Background: an optimization exercise with open tools, aiming at small area, a short achievable clock period and few clock cycles per item. Do not read the settings as production practice.
Function was not checked in any run shown here: the RTL went through the layout flow alone.
Power figures rest on the tool's default switching activity, not on a simulated workload.

==> flow/design.v (outline; a module is shown in full before it is edited, if it fits) <==
// module polygon_convexity_check: 156 lines
// module pcc_booth_enc: 20 lines
// module pcc_cross: 2474 lines
module polygon_convexity_check #(
  parameter int COORD_WIDTH = 16
) (
  input  logic                          clk,
  input  logic                          rst,
  input  logic                          vertex_valid,
  output logic                          vertex_ready,
  input  logic signed [COORD_WIDTH-1:0] vertex_x,
  input  logic signed [COORD_WIDTH-1:0] vertex_y,
  input  logic                          last_vertex,
  output logic                          result_valid,
  input  logic                          result_ready,
  output logic                          is_convex,
  output logic                          too_few
);
  // ...
==> flow/run.sh <==
#!/bin/bash
# synth_recipe.tcl (not shown) runs the flow's synth.tcl, then flattens the netlist and writes it again
# the make line also repeats each setting of config.mk as NAME=value (left out here)
make -C /OpenROAD-flow-scripts/flow DESIGN_CONFIG=/design/flow/config.mk WORK_HOME=/design/flow/orfs CLKGATE_MAP_FILE= SYNTH_SCRIPT=/design/flow/synth_recipe.tcl finish
==> flow/config.mk <==
export PLATFORM = sky130hd
export DESIGN_NAME = polygon_convexity_check
export DESIGN_NICKNAME = polygon_convexity_check
export VERILOG_FILES = /design/flow/design.v
export SDC_FILE = /design/flow/constraint.sdc
export NUM_CORES = 4
export LEC_CHECK = 0
export ABC_AREA = 1
export CAP_MARGIN = 20
export CORE_MARGIN = 2
export CORE_UTILIZATION = 40
export PLACE_DENSITY = 0.6
export SETUP_SLACK_MARGIN = 4.3
export SLEW_MARGIN = 20
export TNS_END_PERCENT = 10
==> flow/constraint.sdc <==
create_clock -name core_clock -period 7.5 [get_ports {clk}]
set_input_delay 1.5000 -clock core_clock [delete_from_list [all_inputs] [get_ports {clk}]]
set_output_delay 1.5000 -clock core_clock [all_outputs]
set_load 0.01 [all_outputs]
==> notes.md, run 1 <==
- Hold Path Cell Cnt: 0
- Multi-input gate area: 0.0163 mm2
- Grt ovf: 0
- Clk tree area frac: 4.36%
- Largest net degree at the start of global routing: 87
- R2R setup slack: 4.09 ns
- Clkbuf count: 56
- Cts hold-fix bufs: 0
- Clk buf depth: 3
- Mux contribution to synthesized area: 1.05%
- Die ar.: 0.0744 mm2
- Via count: 19700
- Fin cells: 3998
- Setup TNS: 0 ns
- Relative slew slack: 30.4%
- Total power: 8870 uW
- Clock power share: 23.6%
- Standard-cell rows: 98
- Count leader, synth: inv_1
- Core Area: 0.0715 mm2
- Yosys Warn Count: 4
- Critical Path Slowest Stage Cell: fa_1
- Status: timing/DRC/antenna clean
- Clock latency (worst-skew pair): 0.60 ns
- Diode count: 0
- Met1 Use GR: 27.3%
- Most common cell after layout, fill and taps aside: inv_1
- Root Buffer: clkbuf_16
- Internal: 5470 uW
- GR peak layer: met2
- Max-cap violations: 0
- Multi-input combinational area share: 50.5%
- Fmax: 293 MHz
- Placer Congestion: 0.979
- Tapcells: 950
- Fin nets: 3457
- Post-Place Cells: 3901
- Crit-path cells: inv_2, fa_1, inv_2, fa_1, inv_2, fa_1, inv_2, ha_4, nand2_4, o21a_1, nand3b_1, nor2_2, nand3_2, nor2_2, nand2_1, nand2_2, nor2_4
- Hold path start: yend
- DR WL/cell: 18.7 um
- Seq area share: 31.1%
- Non-CTS buffers: 73
- Hold Worst Slack: 0.322 ns
==> run 2, diff against run 1 <==
--- a/flow/design.v
+++ b/flow/design.v
@@ -1780,18 +1780,18 @@
   assign q_r8_11 = ((q_one8 & bx[11]) | (q_two8 & bx[10])) ^ q_neg8;
   assign q_r8_12 = ((q_one8 & bx[12]) | (q_two8 & bx[11])) ^ q_neg8;
   assign q_r8_13 = ((q_one8 & bx[13]) | (q_two8 & bx[12])) ^ q_neg8;
   assign q_r8_14 = ((q_one8 & bx[14]) | (q_two8 & bx[13])) ^ q_neg8;
   assign q_r8_15 = ((q_one8 & bx[15]) | (q_two8 & bx[14])) ^ q_neg8;
   assign q_r8_16 = ((q_one8 & bx[16]) | (q_two8 & bx[15])) ^ q_neg8;
   assign q_r8_17 = ((q_one8 & bx[16]) | (q_two8 & bx[16])) ^ q_neg8;
   assign q_rn8 = ~q_r8_17;
-  assign s1 = p_r0_16 ^ p_r1_14;
-  assign c2 = p_r0_16 & p_r1_14;
+  assign s1 = p_neg8 ^ q_neg8;
+  assign c2 = p_neg8 & q_neg8;
   assign s3 = p_r0_10 ^ p_r1_8;
   assign c4 = p_r0_10 & p_r1_8;
   assign s5 = p_r0_12 ^ p_r1_10 ^ p_r2_8;
   assign c6 = (p_r0_12 & p_r1_10) | (p_r0_12 & p_r2_8) | (p_r1_10 & p_r2_8);
   assign s7 = p_r3_6 ^ p_r4_4;
   assign c8 = p_r3_6 & p_r4_4;
   assign s9 = p_r0_13 ^ p_r1_11 ^ p_r2_9;
   assign c10 = (p_r0_13 & p_r1_11) | (p_r0_13 & p_r2_9) | (p_r1_11 & p_r2_9);
@@ -1808,22 +1808,22 @@
   assign s21 = p_r0_15 ^ p_r1_13 ^ p_r2_11;
   assign c22 = (p_r0_15 & p_r1_13) | (p_r0_15 & p_r2_11) | (p_r1_13 & p_r2_11);
   assign s23 = p_r3_9 ^ p_r4_7 ^ p_r5_5;
   assign c24 = (p_r3_9 & p_r4_7) | (p_r3_9 & p_r5_5) | (p_r4_7 & p_r5_5);
   assign s25 = p_r6_3 ^ p_r7_1 ^ q_r0_15;
   assign c26 = (p_r6_3 & p_r7_1) | (p_r6_3 & q_r0_15) | (p_r7_1 & q_r0_15);
   assign s27 = q_r1_13 ^ q_r2_11;
   assign c28 = q_r1_13 & q_r2_11;
-  assign s29 = s1 ^ p_r2_12 ^ p_r3_10;
-  assign c30 = (s1 & p_r2_12) | (s1 & p_r3_10) | (p_r2_12 & p_r3_10);
-  assign s31 = p_r4_8 ^ p_r5_6 ^ p_r6_4;
-  assign c32 = (p_r4_8 & p_r5_6) | (p_r4_8 & p_r6_4) | (p_r5_6 & p_r6_4);
-  assign s33 = p_r7_2 ^ p_r8_0 ^ p_neg8;
-  assign c34 = (p_r7_2 & p_r8_0) | (p_r7_2 & p_neg8) | (p_r8_0 & p_neg8);
+  assign s29 = p_r0_16 ^ p_r1_14 ^ p_r2_12;
+  assign c30 = (p_r0_16 & p_r1_14) | (p_r0_16 & p_r2_12) | (p_r1_14 & p_r2_12);
+  assign s31 = p_r3_10 ^ p_r4_8 ^ p_r5_6;
+  assign c32 = (p_r3_10 & p_r4_8) | (p_r3_10 & p_r5_6) | (p_r4_8 & p_r5_6);
+  assign s33 = p_r6_4 ^ p_r7_2 ^ p_r8_0;
+  assign c34 = (p_r6_4 & p_r7_2) | (p_r6_4 & p_r8_0) | (p_r7_2 & p_r8_0);
   assign s35 = q_r0_16 ^ q_r1_14 ^ q_r2_12;
   assign c36 = (q_r0_16 & q_r1_14) | (q_r0_16 & q_r2_12) | (q_r1_14 & q_r2_12);
   assign s37 = q_r3_10 ^ q_r4_8 ^ q_r5_6;
   assign c38 = (q_r3_10 & q_r4_8) | (q_r3_10 & q_r5_6) | (q_r4_8 & q_r5_6);
   assign s39 = p_rn0 ^ p_r1_15 ^ p_r2_13;
   assign c40 = (p_rn0 & p_r1_15) | (p_rn0 & p_r2_13) | (p_r1_15 & p_r2_13);
   assign s41 = p_r3_11 ^ p_r4_9 ^ p_r5_7;
   assign c42 = (p_r3_11 & p_r4_9) | (p_r3_11 & p_r5_7) | (p_r4_9 & p_r5_7);
@@ -1926,18 +1926,18 @@
   assign s139 = q_r5_5 ^ q_r6_3 ^ q_r7_1;
   assign c140 = (q_r5_5 & q_r6_3) | (q_r5_5 & q_r7_1) | (q_r6_3 & q_r7_1);
   assign s141 = c14 ^ c16 ^ c18;
   assign c142 = (c14 & c16) | (c14 & c18) | (c16 & c18);
   assign s143 = s29 ^ s31 ^ s33;
   assign c144 = (s29 & s31) | (s29 & s33) | (s31 & s33);
   assign s145 = s35 ^ s37 ^ q_r6_4;
   assign c146 = (s35 & s37) | (s35 & q_r6_4) | (s37 & q_r6_4);
-  assign s147 = q_r7_2 ^ q_r8_0 ^ q_neg8;
-  assign c148 = (q_r7_2 & q_r8_0) | (q_r7_2 & q_neg8) | (q_r8_0 & q_neg8);
+  assign s147 = q_r7_2 ^ q_r8_0 ^ s1;
+  assign c148 = (q_r7_2 & q_r8_0) | (q_r7_2 & s1) | (q_r8_0 & s1);
   assign s149 = c22 ^ c24 ^ c26;
   assign c150 = (c22 & c24) | (c22 & c26) | (c24 & c26);
   assign s151 = s39 ^ s41 ^ s43;
   assign c152 = (s39 & s41) | (s39 & s43) | (s41 & s43);
   assign s153 = s45 ^ s47 ^ s49;
   assign c154 = (s45 & s47) | (s45 & s49) | (s47 & s49);
   assign s155 = q_r8_1 ^ c2 ^ c30;
   assign c156 = (q_r8_1 & c2) | (q_r8_1 & c30) | (c2 & c30);
--- a/flow/config.mk
+++ b/flow/config.mk
@@ -5,11 +5,10 @@
 export SDC_FILE = /design/flow/constraint.sdc
 export NUM_CORES = 4
 export LEC_CHECK = 0
 export ABC_AREA = 1
 export CAP_MARGIN = 20
 export CORE_MARGIN = 2
 export CORE_UTILIZATION = 40
 export PLACE_DENSITY = 0.6
-export SETUP_SLACK_MARGIN = 4.3
+export SETUP_SLACK_MARGIN = 4.2
 export SLEW_MARGIN = 20
-export TNS_END_PERCENT = 10
==> notes.md, run 2 <==
- Setup crit end kind: flip-flop (unchanged)
- Clock power share: 26.5% (was 23.6%)
- Antenna violations before repair: 0 (unchanged)
- I/O Buffers: 40 (unchanged)
- Critical path origin: u_cross.rg_21_2 (was u_cross.rg_28_0)
- Switching share of power: 37.6% (was 38.3%)
- Number of synthesized register bits: 406 (unchanged)
- R2R setup slack: 4.12 ns (was 4.09 ns)
- Die ar.: 0.0743 mm2 (was 0.0744 mm2)
- Sequential fraction of design power: 28.1% (was 28.6%)
- Synth area leader: edfxtp_1 (unchanged)
- Largest net degree at the start of global routing: 87 (unchanged)
- # setup viols final: 0 (unchanged)
- Synth top area cells: edfxtp_1 20%, fa_1 19%, dfxtp_1 15%, xor2_1 11%, inv_1 8.1% (unchanged)
- Net Count, Synth: 3445 (was 3451)
- Synth cell count leaders: 623 x inv_1, 381 x nand2_1, 354 x xor2_1 (was 620 x inv_1, 387 x nand2_1, 351 x xor2_1)
- Startpoint types: flip-flop (unchanged)
- CTS buffer count: 46 (was 42)
- Layout Area Growth over Synthesis: 12.2% (was 12.1%)
- Fin area: 0.0324 mm2 (about the same)
- Initial core utilization: 40.4% (about the same)
- Count leader, synth: inv_1 (unchanged)
- Comb pwr share: 45.5% (was 47.8%)
- Internal: 5640 uW (was 5470 uW)
- Mapped Cells: 3002 (was 3010)
- Most common cell after layout, fill and taps aside: inv_1 (unchanged)
- Standard-cell rows: 98 (unchanged)
- Placer Congestion: 0.976 (was 0.979)
- Chip width: 273 um (about the same)
- Fmax: 296 MHz (was 293 MHz)
- Post-synth cell types: 43 (was 42)
- Via count: 19600 (was 19700)
- IO Count: 41 (unchanged)
- Area post-placement: 0.0301 mm2 (about the same)
- CTS sink count: 406 (unchanged)
- RSZ-0062 raised after global routing: true (unchanged)
- DR iter-0 viols: 1620 (was 1463)
- Synthesized area per cell: 9.62 um2 (was 9.59 um2)
- Mapped Area: 0.0289 mm2 (about the same)
- Min Tclk post-route: 3.38 ns (was 3.41 ns)
- CP Class: flip-flop to flip-flop (unchanged)
- Relative slew slack: 28.0% (was 30.4%)
- # DRC: 0 (unchanged)
- GRT Util Overall: 20.3% (was 20.2%)
- Diode count: 0 (unchanged)
- Setup WS post-layout: 4.12 ns (was 4.09 ns)
- Most frequent cells in the layout: 608 x inv_1, 369 x nand2_1, 351 x xor2_1, 263 x fa_1, 256 x o22ai_1 (was 584 x inv_1, 367 x nand2_1, 348 x xor2_1, 259 x fa_1, 256 x o22ai_1)
- WP data arrival: 3.87 ns (was 3.90 ns)
- Setup WS pre-CTS: 3.01 ns (was 2.98 ns)
- Status: timing/DRC/antenna clean (unchanged)
- Root Buffer: clkbuf_16 (unchanged)
- TritonCTS clock tree: built (unchanged)
- Share of the synthesized area in the top cell type: 20.2% (about the same)
- Async SR Flop Fraction: 0% (unchanged)
- Ys flop type: dfxtp_1 (unchanged)
- Switching power: 3400 uW (about the same)
- Fraction of layout cells with a size suffix above 1: 9.82% (was 11.1%)
- Post-synthesis sequential area ratio: 34.9% (about the same)
- Min-Delay Path Class: flip-flop to flip-flop (unchanged)
- Worst EP required: 7.99 ns (about the same)
- CP Max Fanout: 2 (was 4)
- Total power: 9040 uW (was 8870 uW)
- Clk buf depth: 3 (unchanged)
- Final Cycle Share: 45.1% (was 45.4%)
- FF-to-FF path depth: 17 (unchanged)
- Final slew viol count: 0 (unchanged)
- Setup TNS: 0 ns (unchanged)
- DP HPWL: 58.0 mm (was 57.9 mm)
- # H-tree levels: 2 (unchanged)
- Pleak: 0.0147 uW (was 0.0145 uW)
- DR WL/cell: 18.8 um (was 18.7 um)
- Worst R2R Start: u_cross.rg_21_2 (was u_cross.rg_28_0)
- Yosys Warn Count: 4 (unchanged)
- Routed WL: 75.2 mm (was 74.7 mm)
- Most flops, register: a_enc (unchanged)
- Worst vdd ir: 0.234 mV (was 0.280 mV)
- Core Area: 0.0715 mm2 (unchanged)
- First-pass GRT wire length: 116 mm (about the same)
- Vias in the first global route: 19800 (about the same)
- Clock transition at path regs: 0.07 ns (was 0.06 ns)
- Fin nets: 3450 (was 3457)
- Drt pass-1 iters: 5 (unchanged)
- Final ANT Viol Nets: 0 (unchanged)
- Cts hold-fix bufs: 0 (unchanged)
- Clock latency (worst-skew pair): 0.61 ns (was 0.60 ns)
- Max reg flops: 52 (unchanged)
- Worst reg2reg endpoint: zpos (unchanged)
- Number of synthesized flops with an enable pin: 194 (unchanged)
- Least-Margin Pin Slew: 1.08 ns (was 1.04 ns)
- Grt ovf: 0 (unchanged)
- Hold Path Cell Cnt: 0 (unchanged)
- Die Height: 273 um (about the same)
- Drt via density: 4.92 (was 4.93)
- Hold Violations, Final: 0 (unchanged)
- Setup crit end: zpos (unchanged)
- Skew final: 0.0335 ns (was 0.0419 ns)
- Fin util: 45.3% (about the same)
- Power Density: 279 mW/mm2 (was 274 mW/mm2)
- Max-cap violations: 0 (unchanged)
## run 2: changes by cell type in the layout (fill, tap and decap cells not counted), moves of 4 or more
cell	change
buf_4	-6
clkbuf_16	+7
clkinv_2	+7
clkinvlp_4	-13
fa_1	+4
ha_1	+5
ha_4	-5
inv_1	+24
inv_2	-8
inv_4	-4
inv_6	+4
nand2_2	-9
## run 2: worst min path at each step
| stage | end | startpoint |
|---|---|---|
| floorplan | yend | xend |
| global placement | zfirst | yfirst |
| detailed placement | zfirst | yfirst |
| CTS | zend | yend |
| global route | yfirst | xfirst |
| finish | zend | yend |
## run 2: layout make-up
| class | count | area [um2] |
|---|---|---|
| fill | 6789 | 39100 |
| multi-input combinational | 1808 | 16200 |
| sequential | 406 | 10100 |
| inverter | 679 | 2640 |
| clock buffer | 61 | 1380 |
| tap | 950 | 1190 |
| timing repair buffer | 66 | 621 |
| clock inverter | 24 | 279 |
## run 2: repair_timing
action	4_1_cts	5_1_grt
cloned	1	0
gates resized for setup	75	65
pin swaps	37	38
buffers inserted	8	3
endpoints found under the setup margin	182	50
## run 2: logic make-up after synthesis
family / share of synthesized area (%)
buf+inv: 10.5
simple gates: 8.37
compound gates: 9.58
fa+ha+maj: 24.6
flops: 34.9
xor+xnor: 11.0
mux: 1.04
## run 2: layer usage
metal,vias up,global-route usage (%),routed length [um]
met2,745,31.6,33100
met4,0,8.62,3350
met1,9278,27.7,33200
met5,-,0,0
li1,9432,-,-
met3,186,3.80,5520
## run 2: power by group through the flow
stage / registers [uW] / logic [uW] / clock network, uW
floorplan: 2560 / 2460 / 0
global placement: 2580 / 3400 / 0
detailed placement: 2590 / 3450 / 0
CTS: 2540 / 3890 / 2450
global route: 2550 / 4640 / 2540
finish: 2540 / 4110 / 2390
## run 2: through the flow
step,instances,hold slack [ns]
after floorplan,3002,0.310
after global placement,3897,0.311
after detailed placement,3897,0.312
after CTS,3991,0.327
after global routing,3994,0.337
final,3994,0.325
## run 2: worst max-delay path: stages, from the launching register on
cell     delay (ns)
dfxtp_1        0.32
inv_1          0.05
fa_1           0.54
inv_1          0.06
fa_1           0.51
fa_1           0.58
inv_1          0.08
ha_4           0.16
nand2_2        0.10
o21ai_0        0.09
nor2_1         0.11
nand3_1        0.13
nor2_2         0.22
nand2_1        0.07
nor2_1         0.09
nand2_1        0.05
nand2_1        0.05
nor2_1         0.03

==> static timing again, ports no longer ideal <==
Ports are ideal in the flow. The routed layouts listed here were re-timed in OpenROAD.
Step 1 (the two cells are an assumption about what drives the block):
set clk [get_ports {clk}]
set_driving_cell -lib_cell sky130_fd_sc_hd__clkbuf_16 $clk
set_driving_cell -lib_cell sky130_fd_sc_hd__buf_2 [delete_from_list [all_inputs] $clk]
Step 2 times the ports against the registers' clock, not the clock port: input delays grow and output delays shrink by t, the midpoint of the rising clock arrivals with the driver on.
Three values: ideal ports, drivers, drivers and shift; two values: the first two.
| run | t (ns) | setup slack, ns | latest minus earliest clock arrival (ns) | worst register clock-pin slew, ns | pins driven straight from the clock port |
|---|---|---|---|---|---|
| run 1 | 0.643 | 4.092 / 4.092 / 3.614 | 0.045 / 0.045 | 0.06 / 0.06 | 1 |
| run 2 | 0.657 | 4.121 / 4.121 / 3.782 | 0.035 / 0.035 | 0.07 / 0.07 | 1 |
After both steps setup and hold are still met in every run listed. The setup slack of run 1, which loses most, moves by 0.000 ns with the drivers and by -0.478 ns with both steps.
